What follows belongs to an exercise in optimizing a design on an open flow for small area; a production flow would make more cautious choices.
Function was checked by simulation only, so behaviour that the tests miss may differ from the original.
Power figures rest on the tool's default switching activity, not on a simulated workload.

==> flow/design.v <==
`default_nettype none
package bp_pkg;
	typedef logic [32-1:0] word_t;
	typedef logic [2-1:0] tbl_idx_t;
	typedef logic [$clog2(32)-1:0] reg_idx_t;
	typedef logic [3-1:0] conf_t;
	typedef struct packed {
		logic [6:0] imm_hi;  
		reg_idx_t rs2;
		reg_idx_t rs1;
		logic [2:0] funct3;  
		logic [4:0] imm_lo;  
		logic [6:0] opcode;
	} b_fields_t;
	typedef union packed {
		word_t raw;
		b_fields_t b;
	} inst_u;
	typedef struct packed {
		word_t tag;  
		conf_t conf;  
		inst_u inst;
	} tbl_entry_t;
	typedef struct packed {
		logic we_full;  
		logic we_conf;  
		tbl_idx_t idx;
		tbl_entry_t entry;
	} tbl_wr_t;
	typedef struct packed {
		logic valid;
		word_t pc;
		inst_u inst;
	} retire_t;
	typedef struct packed {
		logic valid;
		reg_idx_t rd;
		word_t data;
	} wb_t;
	function automatic tbl_idx_t bp_index(input word_t pc);
		tbl_idx_t idx;
		idx = '0;
		for (int i = 0; i < 16 / 2; i++) begin
			idx = idx ^ pc[i*2 +: 2];
		end
		bp_index = idx;
	endfunction
endpackage
`default_nettype wire
`default_nettype none
`timescale 1ns/10ps
module retire_update (
	input  logic               clk,
	input  logic               arst_n,
	input  bp_pkg::retire_t    retire,
	input  bp_pkg::tbl_entry_t entry_at_retire,  
	output bp_pkg::tbl_idx_t   retire_idx,
	output bp_pkg::tbl_wr_t    tbl_wr
);
	logic is_branch;
	logic tag_match;
	assign retire_idx = bp_pkg::bp_index(retire.pc);
	assign is_branch = retire.valid && (retire.inst.b.opcode == 7'b1100011);
	assign tag_match = (entry_at_retire.tag == retire.pc);
	always_comb begin
		tbl_wr = '0;
		tbl_wr.idx = retire_idx;
		tbl_wr.entry = entry_at_retire;  
		if (is_branch) begin
			if (entry_at_retire.conf == '0) begin
				tbl_wr.we_full = 1'b1;
				tbl_wr.entry.tag = retire.pc;
				tbl_wr.entry.inst.raw = retire.inst.raw;
				tbl_wr.entry.conf = bp_pkg::conf_t'(7);
			end else if (tag_match) begin
				tbl_wr.we_conf = 1'b1;
				if (entry_at_retire.conf != bp_pkg::conf_t'(7)) begin
					tbl_wr.entry.conf = entry_at_retire.conf + 1'b1;  
				end
			end else begin
				tbl_wr.we_conf = 1'b1;  
				tbl_wr.entry.conf = entry_at_retire.conf - 1'b1;
			end
		end
	end
endmodule
`default_nettype wire
`default_nettype none
`timescale 1ns/10ps
module branch_table (
	input  logic               clk,
	input  logic               arst_n,
	input  bp_pkg::tbl_idx_t   retire_idx,
	output bp_pkg::tbl_entry_t entry_at_retire,
	input  bp_pkg::tbl_wr_t    tbl_wr,
	input  logic               fetch_valid,
	input  bp_pkg::word_t      fetch_pc,
	output bp_pkg::tbl_entry_t rd_entry,
	output logic               rd_valid
);
	bp_pkg::word_t tag_q  [4];
	bp_pkg::conf_t conf_q [4];
	bp_pkg::word_t inst_q [4];
	bp_pkg::tbl_idx_t   fetch_idx;
	assign fetch_idx = bp_pkg::bp_index(fetch_pc);
	assign entry_at_retire.tag      = tag_q[retire_idx];
	assign entry_at_retire.conf     = conf_q[retire_idx];
	assign entry_at_retire.inst.raw = inst_q[retire_idx];
	always_ff @(posedge clk or negedge arst_n) begin
		if (!arst_n) begin
			for (int i = 0; i < 4; i++) begin
				tag_q[i]  <= '0;
				conf_q[i] <= '0;
				inst_q[i] <= '0;
			end
		end else begin
			for (int i = 0; i < 4; i++) begin
				if (tbl_wr.idx == bp_pkg::tbl_idx_t'(i)) begin
					if (tbl_wr.we_full) begin
						tag_q[i]  <= tbl_wr.entry.tag;
						conf_q[i] <= tbl_wr.entry.conf;
						inst_q[i] <= tbl_wr.entry.inst.raw;
					end else if (tbl_wr.we_conf) begin
						conf_q[i] <= tbl_wr.entry.conf;  
					end
				end
			end
		end
	end
	always_ff @(posedge clk) begin
		rd_entry.tag      <= tag_q[fetch_idx];
		rd_entry.conf     <= conf_q[fetch_idx];
		rd_entry.inst.raw <= inst_q[fetch_idx];
	end
	always_ff @(posedge clk or negedge arst_n) begin
		if (!arst_n) begin
			rd_valid <= 1'b0;
		end else begin
			rd_valid <= fetch_valid;  
		end
	end
endmodule
`default_nettype wire
`default_nettype none
`timescale 1ns/10ps
module branch_lookup (
	input  logic               clk,
	input  logic               arst_n,
	input  bp_pkg::word_t      fetch_pc,
	input  bp_pkg::tbl_entry_t rd_entry,
	input  logic               rd_valid,
	output bp_pkg::reg_idx_t   rs1_idx,
	output bp_pkg::reg_idx_t   rs2_idx,
	input  bp_pkg::word_t      rs1_val,
	input  bp_pkg::word_t      rs2_val,
	output logic               hit,
	output logic               prediction
);
	bp_pkg::word_t pc_q;  
	logic          taken;
	always_ff @(posedge clk or negedge arst_n) begin
		if (!arst_n) begin
			pc_q <= '0;
		end else begin
			pc_q <= fetch_pc;  
		end
	end
	assign rs1_idx = rd_entry.inst.b.rs1;
	assign rs2_idx = rd_entry.inst.b.rs2;
	always_comb begin
		case (rd_entry.inst.b.funct3)
			3'b000: taken = (rs1_val == rs2_val);  
			3'b001: taken = (rs1_val != rs2_val);  
			3'b100: taken = ($signed(rs1_val) < $signed(rs2_val));  
			3'b101: taken = ($signed(rs1_val) >= $signed(rs2_val));  
			3'b110: taken = (rs1_val < rs2_val);  
			3'b111: taken = (rs1_val >= rs2_val);  
			default: taken = 1'b0;  
		endcase
	end
	assign hit = rd_valid && (rd_entry.conf != '0) && (rd_entry.tag == pc_q);
	assign prediction = hit && taken;
endmodule
`default_nettype wire
`default_nettype none
`timescale 1ns/10ps
module shadow_regfile (
	input  logic             clk,
	input  logic             arst_n,
	input  bp_pkg::wb_t      wb,
	input  bp_pkg::reg_idx_t rs1_idx,
	input  bp_pkg::reg_idx_t rs2_idx,
	output bp_pkg::word_t    rs1_val,
	output bp_pkg::word_t    rs2_val
);
	bp_pkg::word_t regs [32];
	always_ff @(posedge clk or negedge arst_n) begin
		if (!arst_n) begin
			for (int i = 0; i < 32; i++) begin
				regs[i] <= '0;
			end
		end else if (wb.valid && (wb.rd != '0)) begin
			regs[wb.rd] <= wb.data;
		end
	end
	assign rs1_val = regs[rs1_idx];
	assign rs2_val = regs[rs2_idx];
endmodule
`default_nettype wire
`default_nettype none
`timescale 1ns/10ps
module branch_predictor (
	input  logic        clk,
	input  logic        arst_n,
	input  logic        retire_valid,
	input  logic [31:0] retire_pc,
	input  logic [31:0] retire_inst,
	input  logic        wb_valid,
	input  logic [4:0]  wb_rd,
	input  logic [31:0] wb_data,
	input  logic        fetch_valid,
	input  logic [31:0] fetch_pc,
	output logic        hit,
	output logic        prediction
);
	bp_pkg::retire_t retire;
	bp_pkg::wb_t     wb;
	assign retire.valid    = retire_valid;
	assign retire.pc       = retire_pc;
	assign retire.inst.raw = retire_inst;
	assign wb.valid        = wb_valid;
	assign wb.rd           = wb_rd;
	assign wb.data         = wb_data;
	bp_pkg::tbl_idx_t   retire_idx;
	bp_pkg::tbl_entry_t entry_at_retire;
	bp_pkg::tbl_wr_t    tbl_wr;
	bp_pkg::tbl_entry_t rd_entry;
	logic               rd_valid;
	bp_pkg::reg_idx_t   rs1_idx;
	bp_pkg::reg_idx_t   rs2_idx;
	bp_pkg::word_t      rs1_val;
	bp_pkg::word_t      rs2_val;
	retire_update i_retire_update (
		.clk             (clk),
		.arst_n          (arst_n),
		.retire          (retire),
		.entry_at_retire (entry_at_retire),
		.retire_idx      (retire_idx),
		.tbl_wr          (tbl_wr)
	);
	branch_table i_branch_table (
		.clk             (clk),
		.arst_n          (arst_n),
		.retire_idx      (retire_idx),
		.entry_at_retire (entry_at_retire),
		.tbl_wr          (tbl_wr),
		.fetch_valid     (fetch_valid),
		.fetch_pc        (fetch_pc),
		.rd_entry        (rd_entry),
		.rd_valid        (rd_valid)
	);
	branch_lookup i_branch_lookup (
		.clk        (clk),
		.arst_n     (arst_n),
		.fetch_pc   (fetch_pc),
		.rd_entry   (rd_entry),
		.rd_valid   (rd_valid),
		.rs1_idx    (rs1_idx),
		.rs2_idx    (rs2_idx),
		.rs1_val    (rs1_val),
		.rs2_val    (rs2_val),
		.hit        (hit),
		.prediction (prediction)
	);
	shadow_regfile i_shadow_regfile (
		.clk     (clk),
		.arst_n  (arst_n),
		.wb      (wb),
		.rs1_idx (rs1_idx),
		.rs2_idx (rs2_idx),
		.rs1_val (rs1_val),
		.rs2_val (rs2_val)
	);
endmodule
`default_nettype wire
==> flow/run.sh <==
#!/bin/bash
# synth_recipe.tcl (not shown) runs the flow's synth.tcl, then flattens the netlist and writes it again
# the make line also repeats each setting of config.mk as NAME=value (left out here)
make -C /OpenROAD-flow-scripts/flow DESIGN_CONFIG=/design/flow/config.mk WORK_HOME=/design/flow/orfs CLKGATE_MAP_FILE= SYNTH_SCRIPT=/design/flow/synth_recipe.tcl finish
==> flow/config.mk <==
export PLATFORM = sky130hd
export DESIGN_NAME = branch_predictor
export DESIGN_NICKNAME = branch_predictor
export VERILOG_FILES = /design/flow/design.v
export SDC_FILE = /design/flow/constraint.sdc
export NUM_CORES = 4
export LEC_CHECK = 0
export CAP_MARGIN = 20
export CORE_MARGIN = 2
export CORE_UTILIZATION = 30
export PLACE_DENSITY = 0.45
export SLEW_MARGIN = 20
==> flow/constraint.sdc <==
create_clock -name core_clock -period 12.0 [get_ports {clk}]
set_input_delay 2.4000 -clock core_clock [delete_from_list [all_inputs] [get_ports {clk}]]
set_output_delay 2.4000 -clock core_clock [all_outputs]
set_load 0.01 [all_outputs]
==> impl_metrics.env, run 1 <==
export IMPL_synth_distinct_cells=49
export IMPL_gr_total_overflow=0
export IMPL_drtPass1Iterations=10
export IMPL_yosys_area_top_type="dfrtp_1"
export IMPL_cp_end_kind="output pin"
export IMPL_rows=166
export IMPL_vias=48850
export IMPL_layout_drive_gt1_share_pct=36.42
export IMPL_min_path_type="reg -> reg"
export IMPL_worstHoldEndpoint="i_shadow_regfile.regs[0][22]"
export IMPL_cts_htree_levels=4
export IMPL_grt_max_degree=168
export IMPL_powerDensity_mw_per_mm2=177.0
export IMPL_area_growth_pct=16.80
export IMPL_fin_tns_setup_ns=0
export IMPL_final_net_count=4966
export IMPL_timing_rr_start="i_branch_table.tag_q[1][3]"
export IMPL_synth_most_common_cell="dfrtp_1"
export IMPL_start_util_pct=30.20
export IMPL_cp_top_family="simple AND/OR/NAND/NOR gates"
export IMPL_place_area_mm2=0.06695
export IMPL_critical_path_buf_inv_count=2
export IMPL_min_period_ns=11.19
export IMPL_finalPower_mw=12.78
export IMPL_place_hpwl_um=166600
export IMPL_cts_root_buf="clkbuf_16"
export IMPL_synth_xor_area_share_pct=1.304
export IMPL_clock_latency_ns=0.83
export IMPL_rsz0062_at_grt="no"
export IMPL_worst_slew_pin_slew_ns=1.257
export IMPL_hold_start="i_shadow_regfile.regs[0][22]"
export IMPL_die_area_mm2=0.2096
export IMPL_cts_sinks=1297
export IMPL_synth_commonest_cells="1249 x dfrtp_1, 1173 x mux2_2, 403 x clkbuf_1"
export IMPL_grt_pass1_vias=48260
export IMPL_power_leakage_nw=30.57
export IMPL_synth_adder_area_share_pct=0.7088
export IMPL_routed_via_density=6.423
export IMPL_synth_top_family_by_area="multiplexers"
export IMPL_start_kind="flop"
export IMPL_ir_drop_mv=0.1324
export IMPL_dieHeight_um=457.8
export IMPL_yosys_area_share_simple_pct=5.198
export IMPL_critPathMostFrequentCell="nand2_1"
export IMPL_cts_repair_resized=0
export IMPL_syn_avg_cell_area_um2=12.84
export IMPL_clkSlewWorstSetupHoldPaths_ns=0.06
export IMPL_cts_setup_buffers=0
export IMPL_holdWs_ns=0.3933
export IMPL_holdBufCountCts=0
export IMPL_yosys_warnings=8
export IMPL_critPathSlowestCell="nor2_4"
export IMPL_slew_headroom_pct=15.97
export IMPL_ys_dominant_reg_cell="dfrtp_1"
export IMPL_cp_data_arrival_time_ns=8.79
export IMPL_portBuffers=127
export IMPL_antenna_found_initial=15
export IMPL_synth_cells=4810
export IMPL_io_pins=140
export IMPL_skew_ns=0.02148
export IMPL_setup_viol=0
export IMPL_cts_made_buffers=153
export IMPL_wirelength_um=296300
export IMPL_place_gp_congestion=0.8711
export IMPL_cp_required_ns=9.60
export IMPL_grt_pass1_wl_um=407400
export IMPL_synth_mux_area_fraction_pct=24.52
export IMPL_max_freq_ghz=0.08937
export IMPL_drcViolationCount=0
export IMPL_fp_dieW_um=457.8
export IMPL_tritoncts="built"
export IMPL_gr_usage_all_layers_pct=27.68
export IMPL_post_route_util_pct=35.27
export IMPL_crit_path_cell_trace="nand2_1 > nor2_4 > buf_4 > a22o_1 > a221oi_1 > nand3_1 > nor3_1 > a31oi_1 > ha_1 > nand4_1 > nor4_2 > nand2_1 > a211oi_1 > a2111oi_2 > and2_1 > mux2i_1 > nor4_1 > clkdlybuf4s50_1"
export IMPL_wl_per_cell_um=38.95
export IMPL_synth_area_leaders="dfrtp_1 51%, mux2_2 21%, a22oi_1 4.9%, mux4_2 2.9%, a221oi_1 2.7%"
export IMPL_crit_type="reg -> out"
export IMPL_ys_ff_latch=1297
export IMPL_slew_viol_final=0
export IMPL_syn_nets=4983
export IMPL_r2r_setup_slack_ns=8.79
export IMPL_core_area_mm2=0.2046
export IMPL_finalInstanceArea_mm2=0.07217
export IMPL_cap_viol_max_count=0
export IMPL_synth_cell_area_mm2=0.06178
export IMPL_status="complete, no violations"
export IMPL_yosysSeqAreaShare_pct=52.14
export IMPL_first_iter_violations=6733
export IMPL_worstPathMaxFanout=16
export IMPL_ant_nets=0
export IMPL_whs_path_depth=0
export IMPL_ff2ff_path_depth=8
export IMPL_crit_path_max_incr_delay_ns=1.02
export IMPL_synth_top_area_share_pct=50.59
export IMPL_cts_buffer_depth=3
export IMPL_fin_crit_sh_pct=93.24
export IMPL_synth_compound_area_share_pct=13.19
export IMPL_synth_edf_count=0
export IMPL_synth_async_reset_ratio_pct=96.30
export IMPL_reg2reg_to="i_branch_table.conf_q[1][0]"
export IMPL_hold_viol_final=0
layer usage:
metal	track usage, %	vias up	part of all wire [%]
li1	-	18790	-
met1	36.21	25900	40
met2	41.79	3200	44
met3	7.582	959	9.9
met4	14.28	6	6.0
met5	0	-	0.014
power by group:
part	switching [mW]	internal (mW)	total [mW]
combinational	1.19	0.991	2.18
clock	2.02	2.82	4.83
sequential	0.674	5.09	5.76
sequential cells by signal, summed over array words and instances (netlist names):
name	cells
i_shadow_regfile.regs	1024
i_branch_table.tag_q	128
i_branch_table.inst_q	52
i_branch_table.rd_entry	48
i_branch_lookup.pc_q	32
i_branch_table.conf_q	12
i_branch_table.rd_valid	1
logic make-up after synthesis:
group	Yosys count
adders and majority gates	35
and+or+nand+nor	631
AOI/OAI and AO/OA	1006
xor gates and xnor gates	92
buffers and inverters	481
DFF	1297
muxes	1268
worst max path at each step:
stage	endpoint	startpoint	cells past startpoint	slack, ns
after floorplan	prediction	i_branch_table.rd_entry[22]	22	4.75
after CTS	prediction	i_branch_table.rd_entry[19]	18	0.93
after global placement	prediction	i_branch_table.rd_entry[19]	18	1.82
after global routing	prediction	i_branch_table.rd_entry[19]	18	0.90
final	prediction	i_branch_table.rd_entry[19]	18	0.81
after detailed placement	prediction	i_branch_table.rd_entry[19]	18	1.87
cell type report:
class	count	area, um2
Inverter	5	18.77
Clock buffer	220	4516
Tap cell	2688	3363
Antenna cell	9	22.52
Timing Repair Buffer	304	2927
Fill cell	19980	132400
Clock inverter	51	634.4
Sequential cell	1297	32220
Multi-Input combinational cell	3032	28470
per-stage QoR:
stage	worst slack [ns]	instances
3_5_place_dp	1.873	7324
6_report	0.8107	7606
3_3_place_gp	1.819	7318
5_1_grt	0.8998	7603
4_1_cts	0.9349	7595
2_1_floorplan	4.751	4810
layout by cell type, fill, tap and decap left out, drive strengths merged, types with 48 or more instances in the layout:
master and count:
a221oi 189, a222oi 120, a22o 185, a22oi 402, buf 183, clkbuf 220, clkdlybuf4s50 121, dfrtp 1249
dfxtp 48, mux2 1173, mux4 79, nand2 99, nand3 96, nand4 157, nor2 130, nor3 77
xnor2 57
worst register-to-register path, stage by stage, from the launching register on:
cell and delay (ns):
dfrtp_1 0.40, mux4_2 0.47, xor2_1 0.19, nor4_1 0.62, nand4_1 0.33, nor4_4 0.42, nand3_1 0.15, a21oi_1 0.37
a21oi_1 0.12
==> run 2, diff against run 1 <==
==> flow/design.v (replaced) <==
`default_nettype none
package bp_pkg;
	typedef logic [32-1:0] word_t;
	typedef logic [2-1:0] tbl_idx_t;
	typedef logic [$clog2(32)-1:0] reg_idx_t;
	typedef logic [3-1:0] conf_t;
	function automatic tbl_idx_t bp_index(input word_t pc);
		tbl_idx_t idx;
		idx = '0;
		for (int i = 0; i < 16 / 2; i++) begin
			idx = idx ^ pc[i*2 +: 2];
		end
		bp_index = idx;
	endfunction
endpackage
`default_nettype wire
`default_nettype none
`timescale 1ns/10ps
module branch_predictor (
	input  logic        clk,
	input  logic        arst_n,
	input  logic        retire_valid,
	input  logic [31:0] retire_pc,
	input  logic [31:0] retire_inst,
	input  logic        wb_valid,
	input  logic [4:0]  wb_rd,
	input  logic [31:0] wb_data,
	input  logic        fetch_valid,
	input  logic [31:0] fetch_pc,
	output logic        hit,
	output logic        prediction
);
	localparam int NE = 4;
	localparam int NR = 32;
	logic [31:2] tag_q    [NE];
	logic [2:0]  conf_q   [NE];
	logic [4:0]  rs1_q    [NE];
	logic [4:0]  rs2_q    [NE];
	logic [2:0]  f3_q     [NE];
	logic [1:0]  ridx;
	logic        is_branch;
	logic [31:2] rtag;
	logic        rmatch;
	assign ridx      = bp_pkg::bp_index(retire_pc);
	assign is_branch = retire_valid && (retire_inst[6:0] == 7'b1100011);
	assign rtag      = tag_q[ridx];
	assign rmatch    = (rtag == retire_pc[31:2]);
	always_ff @(posedge clk or negedge arst_n) begin
		if (!arst_n) begin
			for (int i = 0; i < NE; i++) conf_q[i] <= '0;
		end else begin
			for (int i = 0; i < NE; i++) begin
				if (is_branch && ridx == 2'(i)) begin
					if (conf_q[i] == 3'd0) conf_q[i] <= 3'(7);
					else if (rmatch) begin
						if (conf_q[i] != 3'd7) conf_q[i] <= conf_q[i] + 3'd1;
					end else conf_q[i] <= conf_q[i] - 3'd1;
				end
			end
		end
	end
	always_ff @(posedge clk) begin
		for (int i = 0; i < NE; i++) begin
			if (is_branch && ridx == 2'(i) && conf_q[i] == 3'd0) begin
				tag_q[i] <= retire_pc[31:2];
				rs1_q[i] <= retire_inst[19:15];
				rs2_q[i] <= retire_inst[24:20];
				f3_q[i]  <= retire_inst[14:12];
			end
		end
	end
	logic [1:0] fidx;
	logic       hit_d;
	logic       hit_q;
	logic [1:0] idx_q;
	assign fidx  = bp_pkg::bp_index(fetch_pc);
	assign hit_d = fetch_valid && (conf_q[fidx] != 3'd0) && (tag_q[fidx] == fetch_pc[31:2]);
	always_ff @(posedge clk or negedge arst_n) begin
		if (!arst_n) hit_q <= 1'b0;
		else         hit_q <= hit_d;
	end
	always_ff @(posedge clk) idx_q <= fidx;
	logic [31:0] regs  [1:NR-1];
	logic [NR-1:1] rvalid;
	always_ff @(posedge clk) begin
		for (int i = 1; i < NR; i++) begin
			if (wb_valid && wb_rd == 5'(i)) regs[i] <= wb_data;
		end
	end
	always_ff @(posedge clk or negedge arst_n) begin
		if (!arst_n) rvalid <= '0;
		else begin
			for (int i = 1; i < NR; i++) begin
				if (wb_valid && wb_rd == 5'(i)) rvalid[i] <= 1'b1;
			end
		end
	end
	logic [4:0]  rs1, rs2;
	logic [2:0]  f3;
	logic [31:0] a, b;
	logic        taken;
	assign rs1 = rs1_q[idx_q];
	assign rs2 = rs2_q[idx_q];
	assign f3  = f3_q[idx_q];
	always_comb begin
		a = '0;
		b = '0;
		for (int i = 1; i < NR; i++) begin
			a = a | ({32{rvalid[i] && rs1 == 5'(i)}} & regs[i]);
			b = b | ({32{rvalid[i] && rs2 == 5'(i)}} & regs[i]);
		end
	end
	always_comb begin
		case (f3)
			3'b000: taken = (a == b);  
			3'b001: taken = (a != b);  
			3'b100: taken = ($signed(a) < $signed(b));  
			3'b101: taken = ($signed(a) >= $signed(b));  
			3'b110: taken = (a < b);  
			3'b111: taken = (a >= b);  
			default: taken = 1'b0;  
		endcase
	end
	assign hit        = hit_q;
	assign prediction = hit_q && taken;
endmodule
`default_nettype wire
--- a/flow/config.mk
+++ b/flow/config.mk
@@ -5,6 +5,7 @@
 export SDC_FILE = /design/flow/constraint.sdc
 export NUM_CORES = 4
 export LEC_CHECK = 0
+export ABC_AREA = 1
 export CAP_MARGIN = 20
 export CORE_MARGIN = 2
 export CORE_UTILIZATION = 30
==> run 2 against run 1 <==
Still clean. Combinational power up 76%. Routed wire length down 0.58%. Sequential share of layout area up 10 points. Total power up 1.6%. Core utilization up 0.43 points. Critical path type unchanged. Critical endpoint unchanged. Largest power group unchanged.
==> impl_metrics.env, run 2 <==
export IMPL_worstPathMaxFanout=17
export IMPL_slew_headroom_pct=14.40
export IMPL_holdBufCountCts=0
export IMPL_synth_cell_area_mm2=0.05552
export IMPL_finalInstanceArea_mm2=0.06551
export IMPL_grt_use_met1_pct=38.53
export IMPL_critPathMostFrequentCell="nand2_1"
export IMPL_ys_dominant_reg_cell="edfxtp_1"
export IMPL_fin_tns_setup_ns=0
export IMPL_drtPass1Iterations=6
export IMPL_cts_sinks=1210
export IMPL_critPathSlowestCell="clkinv_1"
export IMPL_min_path_type="reg -> reg"
export IMPL_portBuffers=127
export IMPL_power_leakage_nw=23.96
export IMPL_synth_edf_count=1164
export IMPL_area_growth_pct=17.99
export IMPL_fp_dieW_um=434.2
export IMPL_core_area_mm2=0.1835
export IMPL_synth_commonest_cells="1395 x nand2_1, 1164 x edfxtp_1, 648 x inv_1"
export IMPL_start_kind="flop"
export IMPL_ant_nets=0
export IMPL_cts_root_buf="clkbuf_16"
export IMPL_first_iter_violations=9095
export IMPL_powerDensity_mw_per_mm2=198.1
export IMPL_ys_ff_latch=1210
export IMPL_cts_htree_levels=4
export IMPL_rsz0062_at_grt="no"
export IMPL_cts_repair_resized=0
export IMPL_layout_commonest_cell="nand2_1"
export IMPL_worst_slew_pin_slew_ns=1.276
export IMPL_cap_viol_max_count=0
export IMPL_ir_drop_mv=0.1439
export IMPL_clkSlewWorstSetupHoldPaths_ns=0.06
export IMPL_fillers=18350
export IMPL_setup_viol=0
export IMPL_synth_distinct_cells=54
export IMPL_routed_via_density=5.956
export IMPL_cts_buffer_depth=3
export IMPL_dieHeight_um=434.2
export IMPL_crit_path_max_incr_delay_ns=0.99
export IMPL_gr_total_overflow=0
export IMPL_cts_setup_buffers=0
export IMPL_drcViolationCount=0
export IMPL_largest_register_ff_count=992
export IMPL_layout_common_cells="1395 x nand2_1, 1164 x edfxtp_1, 642 x inv_1"
export IMPL_largest_register="regs"
export IMPL_grt_busiest_layer="met2"
export IMPL_use_met3_pct=9.071
export IMPL_status="complete, no violations"
export IMPL_whs_path_depth=2
export IMPL_cp_data_arrival_time_ns=9.14
export IMPL_wirelength_um=294600
export IMPL_layout_drive_gt1_share_pct=10.19
export IMPL_start_util_pct=30.26
export IMPL_tritoncts="built"
export IMPL_min_period_ns=11.54
export IMPL_yosys_warnings=7
export IMPL_use_met2_pct=45.73
export IMPL_synth_top_area_share_pct=62.95
export IMPL_largestRegisters="regs x992, tag_q x120, rvalid x31"
export IMPL_rows=157
export IMPL_multiInputGateArea_mm2=0.01630
export IMPL_max_freq_ghz=0.08664
export IMPL_ff2ff_path_depth=14
export IMPL_synth_cells=5196
export IMPL_grt_pass1_wl_um=388000
export IMPL_yosysSeqAreaShare_pct=65.01
export IMPL_place_hpwl_um=169000
export IMPL_place_gp_congestion=0.9587
export IMPL_cp_end_kind="output pin"
export IMPL_wl_per_cell_um=36.49
export IMPL_synth_area_leaders="edfxtp_1 63%, nand2_1 9.4%, inv_1 4.4%, o22ai_1 2.3%, dfrtp_1 2.0%"
export IMPL_place_area_mm2=0.06082
export IMPL_grt_pass1_vias=44150
export IMPL_antenna_found_initial=44
export IMPL_synth_most_common_cell="nand2_1"
export IMPL_seqCellArea_mm2=0.03609
export IMPL_vias=48080
export IMPL_syn_avg_cell_area_um2=10.69
export IMPL_grt_max_degree=63
export IMPL_syn_nets=5370
export IMPL_crit_type="reg -> out"
export IMPL_io_pins=140
export IMPL_synth_async_reset_ratio_pct=3.636
export IMPL_slew_viol_final=0
export IMPL_clock_latency_ns=0.81
export IMPL_skew_ns=0.01891
export IMPL_cts_made_buffers=140
export IMPL_holdWs_ns=0.4917
export IMPL_cp_required_ns=9.60
export IMPL_final_net_count=5644
export IMPL_yosys_area_top_type="edfxtp_1"
export IMPL_die_area_mm2=0.1885
export IMPL_hold_viol_final=0
export IMPL_gr_usage_all_layers_pct=30.71
export IMPL_fin_crit_sh_pct=96.18
## run 2: cell count changes after synthesis, sizes merged, moves of 107 or more
cell,before,now
clkbuf,403,74
a22oi,402,0
o22ai,0,200
a222oi,120,0
edfxtp,0,1164
nand3,96,217
inv,5,693
nor2,130,267
o21ai,39,219
dfrtp,1249,44
nand2,99,1407
mux2,1173,0
a22o,185,33
o2111ai,0,107
## run 2: where the power goes
part	leakage (nW)	switching (mW)	total (mW)	internal, mW
combinational	10.7	2.82	3.83	1.01
clock	2.23	1.91	4.41	2.50
sequential	11.0	0.0435	4.74	4.70
## run 2: worst paths after layout
check / startpoint / endpoint / slack, ns
worst min-delay path: rvalid[16] / rvalid[16] / 0.49
max in group asynchronous: arst_n / rvalid[10] / 9.84
min in group asynchronous: arst_n / conf_q[0][1] / 1.69
worst max-delay path: idx_q[1] / prediction / 0.46
worst max register to register: tag_q[2][26] / conf_q[1][1] / 9.09
worst min register to register: rvalid[16] / rvalid[16] / 0.49
## run 2: final cells by class
class / count / area share [%]
Antenna cell: 22 / 0.08404
Clock buffer: 172 / 5.627
Clock inverter: 86 / 1.494
Inverter: 699 / 4.005
Multi-Input combinational cell: 3111 / 24.89
Sequential cell: 1210 / 55.10
Tap cell: 2464 / 4.706
Timing Repair Buffer: 308 / 4.099
## run 2: metrics by stage
step | power (mW) | setup WS, ns | std cells | utilization, %
finish | 12.98 | 0.4585 | 8072 | 35.70
global route | 13.25 | 0.5826 | 8054 | 35.68
CTS | 12.82 | 1.122 | 8050 | 35.69
detailed placement | 8.455 | 1.994 | 7792 | 33.15
global placement | 8.476 | 2.058 | 7791 | 33.14
floorplan | 6.645 | 4.182 | 5196 | -
## run 2: cells by family after synthesis
| kind of cell | after synthesis | share of synthesized area [%] |
|---|---|---|
| adder cells (fa/ha/maj) | 36 | 0.8654 |
| flip-flops | 1210 | 65.01 |
| buffers and inverters | 875 | 6.204 |
| AO/OA/AOI/OAI | 833 | 10.27 |
| AND/OR/NAND/NOR | 2209 | 17.12 |
| XOR/XNOR | 33 | 0.5341 |
## run 2: worst max-delay path, delay by kind of cell, from the launching register on
family | cells | cell delay [ns]
fa+ha+maj | 1 | 0.39
flops | 1 | 0.42
simple gates | 19 | 3.47
compound gates | 3 | 1.22
buf+inv | 6 | 2.78
## run 2: layer usage
metal | routed length (um) | part of all wire (%)
met4 | 23140 | 7.9
met1 | 107700 | 37
met5 | 184 | 0.062
met2 | 126200 | 43
met3 | 37390 | 13

static timing again, ports no longer ideal:
The results above use ideal ports. As a check the final layouts listed here were re-extracted and re-timed, cells and wires unchanged. Step 1, drivers: a clkbuf_16 drives clk and a buf_2 each remaining input, both assumed. Step 2, shift: input delay + t, output delay - t, t = (earliest + latest rising clock arrival at the registers) / 2. This alone moves slack from input paths to output paths. Three values: ideal ports, drivers, drivers and shift; two values: the first two.
run	t, ns	slack for setup (ns)	worst register clock-pin slew, ns	worst slew at a driven data input, ns	pins driven straight from the clock port
run 1	0.901	0.811 / 0.726 / 1.627	0.06 / 0.06	0.21	1
run 2	0.894	0.459 / 0.365 / 1.259	0.07 / 0.07	0.22	1
After both steps every run listed still meets setup and hold.
